This design comes from an exercise in tuning for small area, a short achievable clock period and few clock cycles on the open sky130 flow, not from production work. Where RTL was checked, it was by simulation tests only, not by an equivalence proof against the original. Power figures rest on the tool's default switching activity, not on a simulated workload.

Setup of try-quartz:
==> flow/design.v <==
package bfrv_pkg;
  localparam int unsigned MODE_W   = 2;
  localparam int unsigned VALUE_W  = 32;
  localparam int unsigned STATUS_W = 2;
  localparam int unsigned OCC_W    = 5;
  localparam int unsigned LIMIT_W  = 5;
  localparam int unsigned DEPTH_DEF      = 16;
  localparam int unsigned DATA_WIDTH_DEF = 32;
  localparam logic [LIMIT_W-1:0] LIMIT_RESET = 5'd16;
  localparam logic [MODE_W-1:0] MODE_PUSH   = 2'd0;
  localparam logic [MODE_W-1:0] MODE_POP    = 2'd1;
  localparam logic [MODE_W-1:0] MODE_REMOVE = 2'd2;
  localparam logic [STATUS_W-1:0] ST_DONE      = 2'd0;
  localparam logic [STATUS_W-1:0] ST_FULL      = 2'd1;
  localparam logic [STATUS_W-1:0] ST_EMPTY     = 2'd2;
  localparam logic [STATUS_W-1:0] ST_NOT_FOUND = 2'd3;
  typedef struct packed {
    logic [MODE_W-1:0]  mode;
    logic [VALUE_W-1:0] value;
  } req_t;
  typedef struct packed {
    logic [STATUS_W-1:0] status;
    logic [VALUE_W-1:0]  popped_value;
    logic [OCC_W-1:0]    occupancy;
  } rsp_t;
  typedef struct packed {
    logic load;     
    logic shift;    
    logic cmp_en;   
  } cell_ctrl_t;
endpackage
import bfrv_pkg::*;
module bfrv_cell #(
  parameter int unsigned DATA_WIDTH = DATA_WIDTH_DEF
) (
  input  logic                  clk_i,
  input  logic                  shift_i,     
  input  logic [DATA_WIDTH-1:0] prev_i,      
  input  logic [DATA_WIDTH-1:0] cmp_data_i,  
  output logic [DATA_WIDTH-1:0] data_o,
  output logic                  eq_o
);
  logic [DATA_WIDTH-1:0] data_q;
  always_ff @(posedge clk_i) begin
    if (shift_i) begin
      data_q <= prev_i;
    end
  end
  assign data_o = data_q;
  assign eq_o   = (data_q == cmp_data_i);
endmodule
import bfrv_pkg::*;
module bfrv_seek #(
  parameter int unsigned DEPTH = DEPTH_DEF
) (
  input  logic [DEPTH-1:0] req_i,
  output logic [DEPTH-1:0] onehot_o
);
  always_comb begin
    for (int i = 0; i < DEPTH; i++) begin
      onehot_o[i] = req_i[i];
      for (int j = i + 1; j < DEPTH; j++) begin
        onehot_o[i] = onehot_o[i] & ~req_i[j];
      end
    end
  end
endmodule
import bfrv_pkg::*;
module bounded_fifo_with_remove_by_value #(
  parameter int unsigned DEPTH      = DEPTH_DEF,
  parameter int unsigned DATA_WIDTH = DATA_WIDTH_DEF
) (
  input  logic               clk_i,
  input  logic               rst_ni,
  input  logic               cfg_we_i,
  input  logic [LIMIT_W-1:0] cfg_wdata_i,
  input  logic               in_valid_i,
  output logic               in_stall_o,
  input  logic [MODE_W+VALUE_W-1:0]          in_word_i,
  output logic               out_valid_o,
  input  logic               out_stall_i,
  output logic [STATUS_W+VALUE_W+OCC_W-1:0] out_word_o
);
  localparam int unsigned CNT_W = $clog2(DEPTH + 1);
  localparam int unsigned CMP_W = (CNT_W > LIMIT_W) ? CNT_W : LIMIT_W;
  localparam int unsigned RSP_W = STATUS_W + VALUE_W + OCC_W;
  logic [MODE_W-1:0]     mode;
  logic [DATA_WIDTH-1:0] value;
  logic                  fire;
  logic                  is_push, is_pop, is_remove;
  logic [DEPTH-1:0]      vld_q, vld_d;
  logic [CNT_W-1:0]      cnt_q, cnt_d;
  logic [LIMIT_W-1:0]    limit_q;
  logic                  room_q, room_d;    
  logic                  any_q, any_d;      
  logic [DATA_WIDTH-1:0] cell_data [DEPTH];
  logic [DEPTH-1:0]      cell_eq;
  logic [DEPTH-1:0]      below_full;        
  logic [DEPTH-1:0]      shift_en;
  logic                  push_ok, dec;
  logic [DEPTH-1:0]      old_oh, hit_oh, hit_vec, clr;
  logic                  found;
  logic                  room_inc, room_dec;
  logic [STATUS_W-1:0]   res_status;
  logic [VALUE_W-1:0]    res_value;
  logic [RSP_W-1:0]      res;
  logic                  ov_q, sv_q, sv_d;
  logic [RSP_W-1:0]      ow_q, sw_q;
  logic                  deliver;
  assign in_stall_o = sv_q;
  assign fire       = in_valid_i & ~sv_q;
  assign mode       = in_word_i[MODE_W+VALUE_W-1:VALUE_W];
  assign value      = DATA_WIDTH'(in_word_i[VALUE_W-1:0]);
  assign is_push    = (mode == MODE_PUSH);
  assign is_pop     = (mode == MODE_POP);
  assign is_remove  = (mode == MODE_REMOVE);
  assign push_ok    = fire & is_push & room_q;
  always_comb begin
    for (int i = 0; i < DEPTH; i++) begin
      below_full[i] = 1'b1;
      for (int j = 0; j < i; j++) begin
        below_full[i] = below_full[i] & vld_q[j];
      end
    end
  end
  assign shift_en = {DEPTH{push_ok}} & below_full;
  for (genvar i = 0; i < DEPTH; i++) begin : g_cell
    logic [DATA_WIDTH-1:0] prev;
    if (i == 0) begin : g_first
      assign prev = value;
    end else begin : g_rest
      assign prev = cell_data[i-1];
    end
    bfrv_cell #(
      .DATA_WIDTH (DATA_WIDTH)
    ) u_cell (
      .clk_i      (clk_i),
      .shift_i    (shift_en[i]),
      .prev_i     (prev),
      .cmp_data_i (value),
      .data_o     (cell_data[i]),
      .eq_o       (cell_eq[i])
    );
  end
  bfrv_seek #(.DEPTH(DEPTH)) u_oldest (
    .req_i    (vld_q),
    .onehot_o (old_oh)
  );
  assign hit_vec = cell_eq & vld_q;
  assign found   = |hit_vec;
  bfrv_seek #(.DEPTH(DEPTH)) u_hit (
    .req_i    (hit_vec),
    .onehot_o (hit_oh)
  );
  always_comb begin
    clr = '0;
    if (is_pop)    clr = old_oh;
    if (is_remove) clr = hit_oh;
  end
  always_comb begin
    for (int i = 0; i < DEPTH; i++) begin
      if (shift_en[i]) begin
        vld_d[i] = (i == 0) ? 1'b1 : vld_q[(i == 0) ? 0 : i-1];
      end else begin
        vld_d[i] = vld_q[i] & ~clr[i];
      end
    end
  end
  always_comb begin
    res_value = '0;
    for (int i = 0; i < DEPTH; i++) begin
      res_value = res_value | ({VALUE_W{old_oh[i]}} & VALUE_W'(cell_data[i]));
    end
    if (!is_pop) res_value = '0;
  end
  assign dec      = (is_pop & any_q) | (is_remove & found);
  assign room_inc = (CNT_W'(cnt_q + CNT_W'(1)) < CNT_W'(DEPTH))
                    & (CMP_W'(cnt_q + CNT_W'(1)) < CMP_W'(limit_q));
  assign room_dec = (CMP_W'(cnt_q) <= CMP_W'(DEPTH)) & (CMP_W'(cnt_q) <= CMP_W'(limit_q));
  always_comb begin
    cnt_d  = cnt_q;
    room_d = room_q;
    any_d  = any_q;
    if (is_push && room_q) begin
      cnt_d  = cnt_q + CNT_W'(1);
      room_d = room_inc;
      any_d  = 1'b1;
    end else if (dec) begin
      cnt_d  = cnt_q - CNT_W'(1);
      room_d = room_dec;
      any_d  = (cnt_q != CNT_W'(1));
    end
  end
  always_comb begin
    res_status = ST_DONE;
    if (is_push && !room_q)      res_status = ST_FULL;
    if (is_pop && !any_q)        res_status = ST_EMPTY;
    if (is_remove && !found)     res_status = ST_NOT_FOUND;
  end
  assign res = {res_status, res_value, OCC_W'(cnt_d)};
  always_ff @(posedge clk_i or negedge rst_ni) begin
    if (!rst_ni) begin
      vld_q <= '0;
      cnt_q <= '0;
      any_q <= 1'b0;
    end else if (fire) begin
      vld_q <= vld_d;
      cnt_q <= cnt_d;
      any_q <= any_d;
    end
  end
  always_ff @(posedge clk_i or negedge rst_ni) begin
    if (!rst_ni) begin
      limit_q <= LIMIT_RESET;
    end else if (cfg_we_i) begin
      limit_q <= cfg_wdata_i;
    end
  end
  always_ff @(posedge clk_i or negedge rst_ni) begin
    if (!rst_ni) begin
      room_q <= 1'b1;
    end else if (cfg_we_i) begin
      room_q <= (cnt_q < CNT_W'(DEPTH)) & (CMP_W'(cnt_q) < CMP_W'(cfg_wdata_i));
    end else if (fire) begin
      room_q <= room_d;
    end
  end
  assign out_valid_o = ov_q;
  assign out_word_o  = ow_q;
  assign deliver     = ov_q & ~out_stall_i;
  always_comb begin
    sv_d = sv_q;
    if (sv_q) begin
      if (deliver) sv_d = 1'b0;
    end else if (fire && ov_q && !deliver) begin
      sv_d = 1'b1;
    end
  end
  always_ff @(posedge clk_i or negedge rst_ni) begin
    if (!rst_ni) begin
      ov_q <= 1'b0;
      sv_q <= 1'b0;
    end else begin
      sv_q <= sv_d;
      if (!ov_q || deliver) begin
        ov_q <= sv_q | fire;
      end
    end
  end
  always_ff @(posedge clk_i) begin
    if (!ov_q || deliver) begin
      ow_q <= sv_q ? sw_q : res;
    end
    if (!sv_q && fire && ov_q && !deliver) begin
      sw_q <= res;
    end
  end
endmodule
make LEC_CHECK=0 CAP_MARGIN=20 CORE_MARGIN=2 CORE_UTILIZATION=40 SETUP_SLACK_MARGIN=2.7 SLEW_MARGIN=20 finish   # period 5.0 ns
run.sh (not shown) runs the stock make flow with config.mk's settings and CLKGATE_MAP_FILE= SYNTH_SCRIPT=/design/flow/synth_recipe.tcl, a recipe that flattens the netlist after the stock synthesis.
diff inputs: try-quartz => try-amber
diff --git a/flow/design.v b/flow/design.v
--- a/flow/design.v
+++ b/flow/design.v
@@ -96,11 +96,13 @@
   logic [DATA_WIDTH-1:0] cell_data [DEPTH];
   logic [DEPTH-1:0]      cell_eq;
   logic [DEPTH-1:0]      below_full;        
   logic [DEPTH-1:0]      shift_en;
   logic                  push_ok, dec;
-  logic [DEPTH-1:0]      old_oh, hit_oh, hit_vec, clr;
+  logic [DEPTH-1:0]      old_q, old_d;      
+  logic [DEPTH-1:0]      next_old;          
+  logic [DEPTH-1:0]      hit_oh, hit_vec, clr;
   logic                  found;
   logic                  room_inc, room_dec;
   logic [STATUS_W-1:0]   res_status;
   logic [VALUE_W-1:0]    res_value;
   logic [RSP_W-1:0]      res;
@@ -140,23 +142,45 @@
       .cmp_data_i (value),
       .data_o     (cell_data[i]),
       .eq_o       (cell_eq[i])
     );
   end
-  bfrv_seek #(.DEPTH(DEPTH)) u_oldest (
-    .req_i    (vld_q),
-    .onehot_o (old_oh)
+  bfrv_seek #(.DEPTH(DEPTH)) u_next_old (
+    .req_i    (vld_q & ~old_q),
+    .onehot_o (next_old)
   );
+  always_comb begin
+    old_d = old_q;
+    if (push_ok) begin
+      if (!any_q) begin
+        old_d = DEPTH'(1);
+      end else begin
+        for (int i = 1; i < DEPTH; i++) begin
+          old_d[i] = shift_en[i] ? old_q[i-1] : old_q[i];
+        end
+        old_d[0] = shift_en[0] ? 1'b0 : old_q[0];
+      end
+    end else if ((clr & old_q) != '0) begin
+      old_d = next_old;
+    end
+  end
+  always_ff @(posedge clk_i or negedge rst_ni) begin
+    if (!rst_ni) begin
+      old_q <= '0;
+    end else if (fire) begin
+      old_q <= old_d;
+    end
+  end
   assign hit_vec = cell_eq & vld_q;
   assign found   = |hit_vec;
   bfrv_seek #(.DEPTH(DEPTH)) u_hit (
     .req_i    (hit_vec),
     .onehot_o (hit_oh)
   );
   always_comb begin
     clr = '0;
-    if (is_pop)    clr = old_oh;
+    if (is_pop)    clr = old_q;
     if (is_remove) clr = hit_oh;
   end
   always_comb begin
     for (int i = 0; i < DEPTH; i++) begin
       if (shift_en[i]) begin
@@ -167,11 +191,11 @@
     end
   end
   always_comb begin
     res_value = '0;
     for (int i = 0; i < DEPTH; i++) begin
-      res_value = res_value | ({VALUE_W{old_oh[i]}} & VALUE_W'(cell_data[i]));
+      res_value = res_value | ({VALUE_W{old_q[i]}} & VALUE_W'(cell_data[i]));
     end
     if (!is_pop) res_value = '0;
   end
   assign dec      = (is_pop & any_q) | (is_remove & found);
   assign room_inc = (CNT_W'(cnt_q + CNT_W'(1)) < CNT_W'(DEPTH))
==> run notes <==
Against try-quartz, try-amber comes in 0.56 points lower on xor-xnor portion of the synthesized cell area. Diff try-quartz -> try-amber: share of the final layout cell area in sequential cells went down 1.9 points, layout buffering overhead excluding clock cells climbed 1.6 points. Against try-quartz, try-amber comes in 6.4 points higher on combinational cell fraction of total power. Against try-quartz, try-amber reports a number of antenna violations at the first check in global routing that is higher. Relative to try-quartz, number of iterations in the first detailed-routing pass has decreased by 2 in try-amber. try-amber vs try-quartz on simple logic cell fraction of the synthesized area: try-amber is the lower one. Critical path startpoint = in_word_i[18]: try-amber; critical path startpoint = in_word_i[2]: try-quartz. try-amber against try-quartz: maximum clock frequency went down by 0.028 GHz, slew at the pin closest to its max-slew limit went up by 0.20 ns, flip-flop and latch count went up by 16, area of combinational cells with multiple inputs went up by 6.7%. Compared try-amber vs try-quartz, and final cell count is up in try-amber.
No run of this note included a check of the RTL's function; only the layout flow was run.

---

## main
bounded_fifo_with_remove_by_value, a different RTL version from the one above (not shown whole).
Size: roughly 2400 cells after synthesis, ~690 flip-flops, roughly 32000 sq um of cells after synthesis.
Settings: LEC_CHECK=0, CAP_MARGIN=20, CORE_MARGIN=2, CORE_UTILIZATION=40, SETUP_SLACK_MARGIN=2.6, SLEW_MARGIN=20, TNS_END_PERCENT=0; clock period 5.0 ns.
### main -> the feature branch
--- a/flow/design.v
+++ b/flow/design.v
@@ -102,17 +102,15 @@
   logic [DEPTH-1:0]      below_full;        
   logic [DEPTH-1:0]      shift_en;
   logic [DEPTH-1:0]      m_next;
   logic                  eq01;
   logic                  fire;
   logic                  is_push, is_pop, is_remove;
   logic                  push_ok, dec;
-  logic [DEPTH-1:0]      old_q, old_d;      
-  logic [DEPTH-1:0]      next_old;          
-  logic [DEPTH-1:0]      hit_oh, hit_vec, clr;
+  logic [DEPTH-1:0]      old_oh, hit_oh, hit_vec, clr;
   logic                  found;
   logic                  room_inc, room_dec;
   logic [STATUS_W-1:0]   res_status;
   logic [VALUE_W-1:0]    res_value;
   logic [RSP_W-1:0]      res;
   logic                  ov_q, sv_q, sv_d;
   logic [RSP_W-1:0]      ow_q, sw_q;
@@ -171,64 +169,42 @@
       .shift_i    (shift_en[i]),
       .prev_i     (prev),
       .cmp_data_i (val0),
       .data_o     (cell_data[i]),
       .eq_o       (cell_eq[i])
     );
   end
-  bfrv_seek #(.DEPTH(DEPTH)) u_next_old (
-    .req_i    (vld_q & ~old_q),
-    .onehot_o (next_old)
+  bfrv_seek #(.DEPTH(DEPTH)) u_oldest (
+    .req_i    (vld_q),
+    .onehot_o (old_oh)
   );
-  always_comb begin
-    old_d = old_q;
-    if (is_push && room_q) begin
-      if (!any_q) begin
-        old_d = DEPTH'(1);
-      end else begin
-        for (int i = 1; i < DEPTH; i++) begin
-          old_d[i] = below_full[i] ? old_q[i-1] : old_q[i];
-        end
-        old_d[0] = 1'b0;
-      end
-    end else if ((clr & old_q) != '0) begin
-      old_d = next_old;
-    end
-  end
-  always_ff @(posedge clk_i or negedge rst_ni) begin
-    if (!rst_ni) begin
-      old_q <= '0;
-    end else if (fire) begin
-      old_q <= old_d;
-    end
-  end
   assign hit_vec = m1_q & vld_q;
   assign found   = |hit_vec;
   bfrv_seek #(.DEPTH(DEPTH)) u_hit (
     .req_i    (hit_vec),
     .onehot_o (hit_oh)
   );
   always_comb begin
     clr = '0;
-    if (is_pop)    clr = old_q;
+    if (is_pop)    clr = old_oh;
     if (is_remove) clr = hit_oh;
   end
   always_comb begin
     for (int i = 0; i < DEPTH; i++) begin
       if (shift_en[i]) begin
         vld_d[i] = (i == 0) ? 1'b1 : vld_q[(i == 0) ? 0 : i-1];
       end else begin
         vld_d[i] = vld_q[i] & ~clr[i];
       end
     end
   end
   always_comb begin
     res_value = '0;
     for (int i = 0; i < DEPTH; i++) begin
-      res_value = res_value | ({VALUE_W{old_q[i]}} & VALUE_W'(cell_data[i]));
+      res_value = res_value | ({VALUE_W{old_oh[i]}} & VALUE_W'(cell_data[i]));
     end
     if (!is_pop) res_value = '0;
   end
   assign dec      = (is_pop & any_q) | (is_remove & found);
   assign room_inc = (CNT_W'(cnt_q + CNT_W'(1)) < CNT_W'(DEPTH))
                     & (CMP_W'(cnt_q + CNT_W'(1)) < CMP_W'(limit_q));
   assign room_dec = (CMP_W'(cnt_q) <= CMP_W'(DEPTH)) & (CMP_W'(cnt_q) <= CMP_W'(limit_q));
==> run notes <==
- Summary of the feature branch over main: post-synthesis cell area now smaller; critical path data required time stayed essentially flat; synthesized cell count up 89; number of buffer cells added on primary ports level.
- main → the feature branch: worst setup slack picked up an extra 0.19 ns, average wire per cell in the routed design decreased by 6.8 microns relative to the old numbers.
- The feature branch: maximum ir drop on the vdd rail is 0.000081 V lower than what main reported.
- The lower transition at the pin with the smallest max-transition slack came out of the feature branch.
- Status: share of the synthesized netlist area taken by xor and xnor gates parity (the feature branch, main)
- The feature branch vs. main: half-perimeter wire length after placement decreased about 17%, post-route non-filler standard cell count rose about 2.3%, pin count of the biggest net entering global routing went up by 3.2%, fraction of layout instances using a drive strength above 1 has increased.
Testbench counts of the feature branch, summed over its fixed seeds: cycles 12,016.
The RTL of main was laid out without a check of its function.

port drivers added, routing unchanged:
In the flow no input, the clock included, has a driving cell. The finished layouts below were timed again as built, in two steps.
Step 1 sets driving cells, clkbuf_16 on the clock port and buf_2 on the other inputs (assumed; they add their load-dependent delay and slew).
Step 2 moves the port delays by t, midway between the first and last clock arrival at a register: inputs arrive t later, outputs are due t later. That takes back most of the time a late clock gives input paths.
Slacks: no drivers / after step 1 / after step 2; pairs: no drivers / after step 1.
run	shift t [ns]	slack for setup (ns)	slew at the worst register clock pin (ns)	worst slew at a driven data input, ns
try-quartz	0.697	1.747 / 1.777 / 1.080	0.07 / 0.07	0.08
try-amber	0.724	1.425 / 1.465 / 0.741	0.07 / 0.07	0.08
main	0.703	1.989 / 2.029 / 1.336	0.07 / 0.07	0.11
the feature branch	0.696	2.177 / 2.218 / 1.522	0.07 / 0.07	0.06
After both steps setup and hold are still met in every run listed. For try-amber, which loses most, drivers alone change the setup slack by +0.040 ns; drivers and shift together by -0.684 ns.
